This design comes from an exercise in tuning for small area, a short achievable clock period and few clock cycles per item on the open sky130 flow, not from production work.
Only simulation tests tie the RTL to the original design; equivalence was not proved.

==> flow/design.v <==
package lacg_pkg;
    localparam int DEF_HISTORY_DEPTH = 8;
    localparam int DEF_NUM_CORES     = 4;
    localparam int LOAD_UNIT         = 100;
    localparam int ALL_LOAD_PER_CORE = 120;
    localparam int DEFAULT_INTERVAL  = 20;
endpackage
module load_average_core_count_governor_top #(
    parameter int HISTORY_DEPTH = lacg_pkg::DEF_HISTORY_DEPTH,
    parameter int NUM_CORES     = lacg_pkg::DEF_NUM_CORES
) (
    input  logic        clk,
    input  logic        rst_n,
    input  logic        evt_valid,
    output logic        evt_ready,
    input  logic [1:0]  evt_func,
    input  logic [9:0]  evt_run_count,
    input  logic [3:0]  evt_cores_online,
    input  logic        evt_offline_pending,
    input  logic        evt_screen_suspended,
    output logic        res_valid,
    input  logic        res_ready,
    output logic [2:0]  res_action,
    output logic        res_cancel_offline,
    output logic        res_start_unpause_timer,
    output logic [22:0] res_next_delay,
    output logic [16:0] res_average_load,
    output logic        res_paused_now,
    output logic        res_boost_now,
    input  logic        cfg_valid,
    output logic        cfg_ready,
    input  logic [2:0]  cfg_index,
    input  logic [15:0] cfg_data
);
    assign cfg_ready = 1'b1;
    logic        en_r;
    logic [3:0]  lo_r;
    logic [2:0]  hi_r;
    logic [15:0] ivl_r;
    logic [3:0]  scale_r;
    logic [9:0]  raise_r;
    logic [9:0]  lower_r;
    always_ff @(posedge clk or negedge rst_n) begin
        if (!rst_n) begin
            en_r    <= 1'b0;
            lo_r    <= 4'd2;
            hi_r    <= 3'd4;
            ivl_r   <= 16'd20;
            scale_r <= 4'd2;
            raise_r <= 10'd200;
            lower_r <= 10'd50;
        end else if (cfg_valid) begin
            case (cfg_index)
                3'd0: en_r    <= cfg_data[0];
                3'd1: lo_r    <= (cfg_data[3:0] == 4'd0) ? 4'd1 : cfg_data[3:0];
                3'd2: hi_r    <= (cfg_data[3:0] > 4'd4) ? 3'd4 : cfg_data[2:0];
                3'd3: ivl_r   <= (cfg_data == 16'd0) ? 16'd20 : cfg_data;
                3'd4: scale_r <= cfg_data[3:0];
                3'd5: raise_r <= cfg_data[9:0];
                3'd6: lower_r <= cfg_data[9:0];
                default: ;
            endcase
        end
    end
    typedef struct packed {
        logic       samp;    
        logic       bst;     
        logic       unp;     
        logic [9:0] run;
        logic [3:0] c;       
        logic       pend;
    } ev_t;
    ev_t  ev_in;
    ev_t  k_q, e_q;
    logic vk_q, ve_q, vp_q, vr_q;
    logic rdy_q;
    logic adv, acc;
    assign ev_in.samp = (evt_func == 2'd0) && en_r;
    assign ev_in.bst  = (evt_func == 2'd1) && en_r && !evt_screen_suspended;
    assign ev_in.unp  = (evt_func == 2'd2);
    assign ev_in.run  = evt_run_count;
    assign ev_in.c    = (evt_cores_online == 4'd0) ? 4'd1 : evt_cores_online;
    assign ev_in.pend = evt_offline_pending;
    assign adv       = !vr_q || res_ready;
    assign acc       = evt_valid && rdy_q;
    assign evt_ready = rdy_q;
    assign res_valid = vr_q;
    always_ff @(posedge clk or negedge rst_n) begin
        if (!rst_n) begin
            vk_q  <= 1'b0;
            ve_q  <= 1'b0;
            vp_q  <= 1'b0;
            vr_q  <= 1'b0;
            rdy_q <= 1'b1;
        end else begin
            vk_q  <= !adv && (vk_q || acc);
            rdy_q <= adv || !(vk_q || acc);
            if (adv) begin
                ve_q <= vk_q || acc;
                vp_q <= ve_q;
                vr_q <= vp_q;
            end
        end
    end
    always_ff @(posedge clk) begin
        if (!adv && acc) k_q <= ev_in;
        if (adv) e_q <= vk_q ? k_q : ev_in;
    end
    logic [9:0]  ring [8];
    logic [2:0]  cnt_q;
    logic        full_q;
    logic [12:0] sum_q;
    logic [9:0]  old;
    logic        upd;
    assign upd = adv && ve_q && e_q.samp;
    assign old = full_q ? ring[7] : 10'd0;
    always_ff @(posedge clk or negedge rst_n) begin
        if (!rst_n) begin
            cnt_q  <= 3'd0;
            full_q <= 1'b0;
            sum_q  <= 13'd0;
        end else if (upd) begin
            cnt_q  <= cnt_q + 3'd1;
            if (cnt_q == 3'd7) full_q <= 1'b1;
            sum_q  <= sum_q + {3'd0, e_q.run} - {3'd0, old};
        end
    end
    always_ff @(posedge clk) begin
        if (upd) begin
            ring[0] <= e_q.run;
            for (int i = 1; i < 8; i++) ring[i] <= ring[i-1];
        end
    end
    logic [3:0]  sel;
    logic [11:0] r3_n;
    logic [13:0] lc_n;
    logic [7:0]  m_n;
    assign sel  = (scale_r == 4'd0) ? e_q.c : scale_r;
    assign m_n  = e_q.c * sel;
    assign lc_n = lower_r * e_q.c;
    always_comb begin
        case (e_q.c[1:0])
            2'd1:    r3_n = {2'd0, raise_r};
            2'd2:    r3_n = {1'b0, raise_r, 1'b0};
            default: r3_n = {2'd0, raise_r} + {1'b0, raise_r, 1'b0};
        endcase
    end
    typedef struct packed {
        logic        samp;
        logic        bst;
        logic        unp;
        logic        pend;
        logic        hgc;    
        logic        c1;     
        logic        logc;   
        logic [11:0] r3;     
        logic [13:0] lc;     
        logic [7:0]  m;      
    } p_t;
    p_t p_q;
    always_ff @(posedge clk) begin
        if (adv) begin
            p_q.samp <= e_q.samp;
            p_q.bst  <= e_q.bst;
            p_q.unp  <= e_q.unp;
            p_q.pend <= e_q.pend;
            p_q.hgc  <= {1'b0, hi_r} > e_q.c;
            p_q.c1   <= e_q.c == 4'd1;
            p_q.logc <= lo_r < e_q.c;
            p_q.r3   <= r3_n;
            p_q.lc   <= lc_n;
            p_q.m    <= m_n;
        end
    end
    logic [16:0] avg;
    logic        a_all, c_raise, c_lower;
    logic [23:0] prod;
    logic [22:0] dsat;
    assign avg     = 17'(({5'd0, sum_q} + {1'b0, sum_q, 4'd0} + {2'd0, sum_q, 3'd0}) >> 1);
    assign a_all   = sum_q >= 13'd39;
    assign c_raise = avg >= {5'd0, p_q.r3};
    assign c_lower = avg <= {3'd0, p_q.lc};
    assign prod    = ivl_r * p_q.m;
    assign dsat    = prod[23] ? 23'h7FFFFF : prod[22:0];
    logic        paused_q, boost_q;
    logic        paused_n, boost_n;
    logic [2:0]  act_n;
    logic        can_n, tmr_n, d_ivl, d_sat;
    always_comb begin
        paused_n = paused_q;
        boost_n  = boost_q;
        act_n    = 3'd0;
        can_n    = 1'b0;
        tmr_n    = 1'b0;
        d_ivl    = 1'b0;
        d_sat    = 1'b0;
        if (p_q.samp) begin
            if (a_all && p_q.hgc) begin
                paused_n = 1'b1;
                can_n    = p_q.pend;
                act_n    = 3'd1;
            end else if (paused_q) begin
                act_n    = 3'd4;
                d_ivl    = 1'b1;
            end else if (c_raise && p_q.hgc) begin
                can_n    = p_q.pend;
                act_n    = 3'd2;
            end else begin
                d_sat    = 1'b1;
                if (c_lower && p_q.logc) begin
                    boost_n = 1'b0;
                    if (!p_q.pend) act_n = 3'd3;
                end
            end
        end else if (p_q.bst) begin
            if (!boost_q && p_q.hgc) begin
                boost_n = 1'b1;
                if (p_q.c1) begin
                    can_n    = 1'b1;
                    paused_n = 1'b1;
                    act_n    = 3'd2;
                    tmr_n    = 1'b1;
                end else if (p_q.pend) begin
                    can_n    = 1'b1;
                    paused_n = 1'b1;
                    tmr_n    = 1'b1;
                    d_ivl    = 1'b1;
                end
            end
        end else if (p_q.unp) begin
            paused_n = 1'b0;
        end
    end
    always_ff @(posedge clk or negedge rst_n) begin
        if (!rst_n) begin
            paused_q <= 1'b1;
            boost_q  <= 1'b0;
        end else if (adv && vp_q) begin
            paused_q <= paused_n;
            boost_q  <= boost_n;
        end
    end
    logic [2:0]  act_q;
    logic        can_q, tmr_q;
    logic [22:0] dly_q;
    logic [16:0] avg_q;
    always_ff @(posedge clk) begin
        if (adv) begin
            act_q <= act_n;
            can_q <= can_n;
            tmr_q <= tmr_n;
            dly_q <= d_ivl ? {7'd0, ivl_r} : d_sat ? dsat : 23'd0;
            avg_q <= avg;
        end
    end
    assign res_action              = act_q;
    assign res_cancel_offline      = can_q;
    assign res_start_unpause_timer = tmr_q;
    assign res_next_delay          = dly_q;
    assign res_average_load        = avg_q;
    assign res_paused_now          = paused_q;
    assign res_boost_now           = boost_q;
endmodule
export LEC_CHECK = 0
export CAP_MARGIN = 20
export CORE_MARGIN = 2
export CORE_UTILIZATION = 40
export SETUP_SLACK_MARGIN = 3.5
export SLEW_MARGIN = 20
create_clock -name core_clock -period 6.5 [get_ports {clk}]
run.sh (not shown) runs the stock make flow with config.mk's settings and CLKGATE_MAP_FILE= SYNTH_SCRIPT=/design/flow/synth_recipe.tcl, a recipe that flattens the netlist after the stock synthesis.
The baseline finished with timing, DRC and antenna clean.
Testbench counts at the start, summed over its fixed seeds: cycles 12,144, events 12,000.
==> next run, changes <==
- SETUP_SLACK_MARGIN: 3.5 -> unset
What happened:
- The changed run finished with timing, DRC and antenna clean
- flip-flop and latch count does not change
- cell area decreases by roughly a tenth
- setup slack degrades by 850 ps
- sequential share of layout area climbs by 3.5 points
- wire length shrinks by a little under a tenth
- global-route usage falls by 1.2 points
==> next run, changes <==
- SETUP_SLACK_MARGIN: unset -> 4.0
After rerunning: Routed wire length is higher by roughly a tenth; worst setup slack gains 800 ps; fmax is higher by about a fifth; first-iteration DRC count is higher by well over a third; sequential share of layout area is lower by 4.1 points; utilization is higher by 5.8 points; clock-buffer cell count is higher by 1; design area is higher by roughly a tenth.

========
## v8
load_average_core_count_governor_top, a different RTL version from the one above (not shown whole).
Size: ~1700 cells after synthesis, roughly 92 I/O pins, roughly 20000 sq um of cells after synthesis.
// load_average_core_count_governor_top
module load_average_core_count_governor_top #(
    parameter int HISTORY_DEPTH = lacg_pkg::DEF_HISTORY_DEPTH,
    parameter int NUM_CORES     = lacg_pkg::DEF_NUM_CORES
) (
    input  logic        clk,
    input  logic        rst_n,
    input  logic        evt_valid,
    output logic        evt_ready,
    input  logic [1:0]  evt_func,
    input  logic [9:0]  evt_run_count,
    input  logic [3:0]  evt_cores_online,
    input  logic        evt_offline_pending,
    input  logic        evt_screen_suspended,
    output logic        res_valid,
    input  logic        res_ready,
    output logic [2:0]  res_action,
    output logic        res_cancel_offline,
    output logic        res_start_unpause_timer,
    output logic [22:0] res_next_delay,
    output logic [16:0] res_average_load,
    output logic        res_paused_now,
    output logic        res_boost_now,
    input  logic        cfg_valid,
    output logic        cfg_ready,
    input  logic [2:0]  cfg_index,
    input  logic [15:0] cfg_data
);
Settings: LEC_CHECK=0, CAP_MARGIN=20, CORE_MARGIN=2, CORE_UTILIZATION=40, CTS_CLUSTER_DIAMETER=100, CTS_CLUSTER_SIZE=20, SETUP_SLACK_MARGIN=3.2, SLEW_MARGIN=20, TNS_END_PERCENT=0; clock period 6.5 ns.
Testbench counts of v8, summed over its fixed seeds: cycles 12,192, events 12,000.
The following lists how v45 was set up differently from v8:
Settings: CTS_CLUSTER_SIZE changed from 20 to 25; TNS_END_PERCENT changed from 0 to 5; SETUP_SLACK_MARGIN changed from 3.2 to 3.4.
## What came out
v45 ended up with more standard cells than v8.
Compared to v8, v45 leaves less free space in the core.
Headroom to the max-slew limit (lower): v45
v45 has post-route cell area above what v8 had.
Summary — sequential share of layout area, v45 relative to v8: lower, by 1.3 points.
Looking at non-clock buffer share of cell area, v45 sits 1.5 points higher than v8 does.
v45 ended up with e_q[1] as its launch point of the worst path; v8 ended up with e_q[2].
Sequential cell area across v45 and v8: no real change.
Input changes introduced in v43 (baseline for comparison: v45):
Settings: PLACE_DENSITY now 0.75, previously not set; CTS_CLUSTER_SIZE now 20, was 25; CORE_UTILIZATION now 60, was 40; SETUP_SLACK_MARGIN now 3.0, was 3.4.
==> comparison <==
Taking v45 as 1.0, v43 lands at 0.67 on die outline area. [compare] base=v45 new=v43: post-CTS resize count decreased by about 80% relative to the old numbers; worst max-slew margin expressed relative to the limit has increased. Of the two values seen for worst setup path startpoint, e_q[1] was produced by v45 and e_q[2] by v43. Relative to v45, clock-buffer cell count increased by about 33% in v43. Looking at global-route wire length before repair across v45 and v43, the one that comes out higher is v45.
Setup changes, v43 to v32
Settings: swapping 60 for 40 in CORE_UTILIZATION; clearing PLACE_DENSITY, which used to be 0.75; putting BUFFER_PORTS_ARGS at -buffer_cell sky130_fd_sc_hd__buf_1 where nothing was set; swapping 5 for 0 in TNS_END_PERCENT.
==> flow/flow/run.sh (new file) <==
#!/bin/bash
# Standard layout (the standard.sh), except that the buffers the flow puts on
# every input and output port are plain buf_1 cells instead of the flow's default
# choice. make's full output goes to standard.log here; ORFS keeps its per-step
# logs under orfs/logs.
set -e
echo 'export BUFFER_PORTS_ARGS = -buffer_cell sky130_fd_sc_hd__buf_1' >> config.mk
bash standard.sh > standard.log 2>&1
==> flow/standard.sh (new file) <==
#!/bin/bash
# synth_recipe.tcl (not shown) runs the flow's synth.tcl, then flattens the netlist and writes it again
# the make line also repeats each setting of config.mk as NAME=value (left out here)
make -C /OpenROAD-flow-scripts/flow DESIGN_CONFIG=/design/flow/config.mk WORK_HOME=/design/flow/orfs CLKGATE_MAP_FILE= SYNTH_SCRIPT=/design/flow/synth_recipe.tcl "${@:-finish}"
removed: flow/run.sh
Findings:
- v32 and v43 all finish clean.
- Quantity of gates resized following cts delta for v32 relative to v43: 39% higher
- Global routing usage on met2 delta for v32 relative to v43: 11 points lower
- v32 ended up with sum_q[6] as its launch point of the critical path; v43 ended up with e_q[2].
- In terms of multiplexer area fraction after synthesis, v32 and v43 differ only marginally.
- From v32 to v43, number of cells produced by synthesis did not move at all.
- [compare] base=v43 new=v32: number of stages on the worst setup path has decreased, cell area reported after detailed placement went down 340 sq um, violation count after the first detailed-routing iteration lower.

========
load_average_core_count_governor_top again, from the RTL that the note above started with.
==> flow/config.mk <==
export PLATFORM = sky130hd
export DESIGN_NAME = load_average_core_count_governor_top
export DESIGN_NICKNAME = load_average_core_count_governor_top
export VERILOG_FILES = /design/flow/design.v
export SDC_FILE = /design/flow/constraint.sdc
export NUM_CORES = 4
export LEC_CHECK = 0
export CAP_MARGIN = 20
export CORE_MARGIN = 2
export CORE_UTILIZATION = 40
export CTS_CLUSTER_DIAMETER = 100
export CTS_CLUSTER_SIZE = 20
export SETUP_SLACK_MARGIN = 3.2
export SLEW_MARGIN = 20
export TNS_END_PERCENT = 0
export BUFFER_PORTS_ARGS = -buffer_cell sky130_fd_sc_hd__buf_1
==> flow/constraint.sdc <==
create_clock -name core_clock -period 6.5 [get_ports {clk}]
set_input_delay 1.3000 -clock core_clock [delete_from_list [all_inputs] [get_ports {clk}]]
set_output_delay 1.3000 -clock core_clock [all_outputs]
set_load 0.01 [all_outputs]
standard.sh (not shown) runs the stock make flow with config.mk's settings and CLKGATE_MAP_FILE= SYNTH_SCRIPT=/design/flow/synth_recipe.tcl, a recipe that flattens the netlist after the stock synthesis.
==> flow/flow/run.sh <==
#!/bin/bash
# Standard layout, but the port buffers are plain buf_1 cells instead of the
# flow's default choice. Each tool's output goes to a log file here.
set -e
cp standard.sh standard_copy.txt
cp config.mk config_orig.txt
echo 'export BUFFER_PORTS_ARGS = -buffer_cell sky130_fd_sc_hd__buf_1' >> config.mk
bash standard.sh > standard.log 2>&1
Testbench counts at the start, summed over its fixed seeds: cycles 12,192, events 12,000.
==> next run, changes <==
==> flow/run.sh (new file) <==
#!/bin/bash
# synth_recipe.tcl (not shown) runs the flow's synth.tcl, then flattens the netlist and writes it again
# the make line also repeats each setting of config.mk as NAME=value (left out here)
make -C /OpenROAD-flow-scripts/flow DESIGN_CONFIG=/design/flow/config.mk WORK_HOME=/design/flow/orfs CLKGATE_MAP_FILE= SYNTH_SCRIPT=/design/flow/synth_recipe.tcl finish
--- a/flow/config.mk
+++ b/flow/config.mk
@@ -12,5 +12,5 @@
 export CTS_CLUSTER_SIZE = 20
-export SETUP_SLACK_MARGIN = 3.2
+export GPL_TIMING_DRIVEN = 1
+export SETUP_SLACK_MARGIN = 3.4
 export SLEW_MARGIN = 20
-export TNS_END_PERCENT = 0
-export BUFFER_PORTS_ARGS = -buffer_cell sky130_fd_sc_hd__buf_1
+export TNS_END_PERCENT = 5
removed: flow/flow/run.sh
removed: flow/standard.sh
Die area stays the same.
Core utilization climbs by 2.6 points.
Clock-buffer cell count went down by 1.
Cell area rises by 5.9%.
Worst setup slack is better by 53 ps.
Area after synthesis stays the same.
==> next run, changes <==
--- a/flow/config.mk
+++ b/flow/config.mk
@@ -9,6 +9,6 @@
 export CORE_MARGIN = 2
-export CORE_UTILIZATION = 40
+export CORE_UTILIZATION = 55
 export CTS_CLUSTER_DIAMETER = 100
 export CTS_CLUSTER_SIZE = 20
-export GPL_TIMING_DRIVEN = 1
+export PLACE_DENSITY = 0.7
 export SETUP_SLACK_MARGIN = 3.4
Result:
- The changed run ran to the end with no violations
- cell area grows by 0.52%
- setup slack is worse by 22 ps
- global-route usage grows by 6.0 points
- critical path depth is unchanged
- final cell count shrinks by 5.8%
- via count grows by 2.9%
- utilization grows by 18 points
- wire length shrinks by 0.96%
==> next run, changes <==
--- a/flow/config.mk
+++ b/flow/config.mk
@@ -9,6 +9,5 @@
 export CORE_MARGIN = 2
-export CORE_UTILIZATION = 55
+export CORE_UTILIZATION = 40
 export CTS_CLUSTER_DIAMETER = 100
 export CTS_CLUSTER_SIZE = 20
-export PLACE_DENSITY = 0.7
 export SETUP_SLACK_MARGIN = 3.4
Via count falls by 2.8%.
Routed wire length grows by 0.96%.
Worst setup slack gets better by 22 ps.
Critical path depth stays the same.
Final cell count rose by 6.2%.
Flip-flop and latch count stays the same.
Fmax goes up by 0.62%.
Sequential share of layout area grows by 0.19 points.
Core utilization falls by 18 points.
==> next run, changes <==
==> flow/flow/run.sh (new file) <==
#!/bin/bash
# Standard layout (the standard.sh), except that the buffers the flow puts on
# every input and output port are plain buf_1 cells instead of the flow's default
# choice. make's full output goes to standard.log here; ORFS keeps its per-step
# logs under orfs/logs.
set -e
echo 'export BUFFER_PORTS_ARGS = -buffer_cell sky130_fd_sc_hd__buf_1' >> config.mk
bash standard.sh > standard.log 2>&1
==> flow/standard.sh (new file) <==
#!/bin/bash
# synth_recipe.tcl (not shown) runs the flow's synth.tcl, then flattens the netlist and writes it again
# the make line also repeats each setting of config.mk as NAME=value (left out here)
make -C /OpenROAD-flow-scripts/flow DESIGN_CONFIG=/design/flow/config.mk WORK_HOME=/design/flow/orfs CLKGATE_MAP_FILE= SYNTH_SCRIPT=/design/flow/synth_recipe.tcl "${@:-finish}"
--- a/flow/config.mk
+++ b/flow/config.mk
@@ -12,4 +12,5 @@
 export CTS_CLUSTER_SIZE = 20
-export SETUP_SLACK_MARGIN = 3.4
+export SETUP_SLACK_MARGIN = 3.2
 export SLEW_MARGIN = 20
-export TNS_END_PERCENT = 5
+export TNS_END_PERCENT = 0
+export BUFFER_PORTS_ARGS = -buffer_cell sky130_fd_sc_hd__buf_1
removed: flow/run.sh
The new run finished clean.
Worst setup slack degrades by 53 ps.
Synthesized cell count is unchanged.
Core utilization is lower by 2.6 points.
Maximum frequency drops by 1.5%.
Final area is lower by 5.6%.
Non-clock buffer count fell by 38.
==> next run, changes <==
==> flow/run.sh (new file) <==
#!/bin/bash
# synth_recipe.tcl (not shown) runs the flow's synth.tcl, then flattens the netlist and writes it again
# the make line also repeats each setting of config.mk as NAME=value (left out here)
make -C /OpenROAD-flow-scripts/flow DESIGN_CONFIG=/design/flow/config.mk WORK_HOME=/design/flow/orfs CLKGATE_MAP_FILE= SYNTH_SCRIPT=/design/flow/synth_recipe.tcl finish
--- a/flow/config.mk
+++ b/flow/config.mk
@@ -12,5 +12,4 @@
 export CTS_CLUSTER_SIZE = 20
-export SETUP_SLACK_MARGIN = 3.2
+export SETUP_SLACK_MARGIN = 3.4
 export SLEW_MARGIN = 20
-export TNS_END_PERCENT = 0
-export BUFFER_PORTS_ARGS = -buffer_cell sky130_fd_sc_hd__buf_1
+export TNS_END_PERCENT = 20
removed: flow/flow/run.sh
removed: flow/standard.sh
Outcome: Non-clock buffer count increases by 73; clock-buffer cell count decreases by 1; via count increases by 3.4%; sequential share of layout area decreases by 3.4 points; worst setup slack is better by 54 ps; critical path depth increases by 1.

-- what the ideal ports hide --
No port has a modelled driver above. Below, the same layouts with a new extraction and two added sets of constraints.
Step 1 assumes that a clkbuf_16 drives the clock port and a buf_2 every other input.
Step 2 also shifts input and output timing later by t, the mid clock arrival at the registers, as if the neighbouring blocks saw the same clock.
Three values: ideal, step 1, step 2; two values: the first two.
run	t, ns	setup slack, ns	latest minus earliest clock arrival (ns)	slew at the worst register clock pin (ns)
the first run of note 1	0.573	1.471 / 1.471 / 1.471	0.017 / 0.017	0.06 / 0.06
the second run of note 1	0.636	0.623 / 0.623 / 0.623	0.022 / 0.022	0.06 / 0.06
the third run of note 1	0.575	1.423 / 1.423 / 1.423	0.017 / 0.017	0.06 / 0.06
v8	0.581	2.872 / 2.872 / 2.611	0.028 / 0.028	0.09 / 0.09
v45	0.579	2.860 / 2.860 / 2.860	0.032 / 0.032	0.10 / 0.10
v43	0.569	2.811 / 2.811 / 2.448	0.030 / 0.030	0.09 / 0.09
v32	0.587	2.966 / 2.966 / 2.626	0.027 / 0.027	0.09 / 0.09
the first run of note 3	0.580	2.885 / 2.885 / 2.495	0.042 / 0.042	0.09 / 0.09
the second run of note 3	0.591	2.938 / 2.938 / 2.884	0.024 / 0.024	0.09 / 0.09
the third run of note 3	0.571	2.916 / 2.916 / 2.560	0.045 / 0.045	0.09 / 0.09
the fourth run of note 3	0.591	2.938 / 2.938 / 2.884	0.024 / 0.024	0.09 / 0.09
the fifth run of note 3	0.580	2.885 / 2.885 / 2.495	0.042 / 0.042	0.09 / 0.09
the sixth run of note 3	0.592	2.938 / 2.938 / 2.896	0.022 / 0.022	0.09 / 0.09
After both steps setup and hold are still met in every run listed.
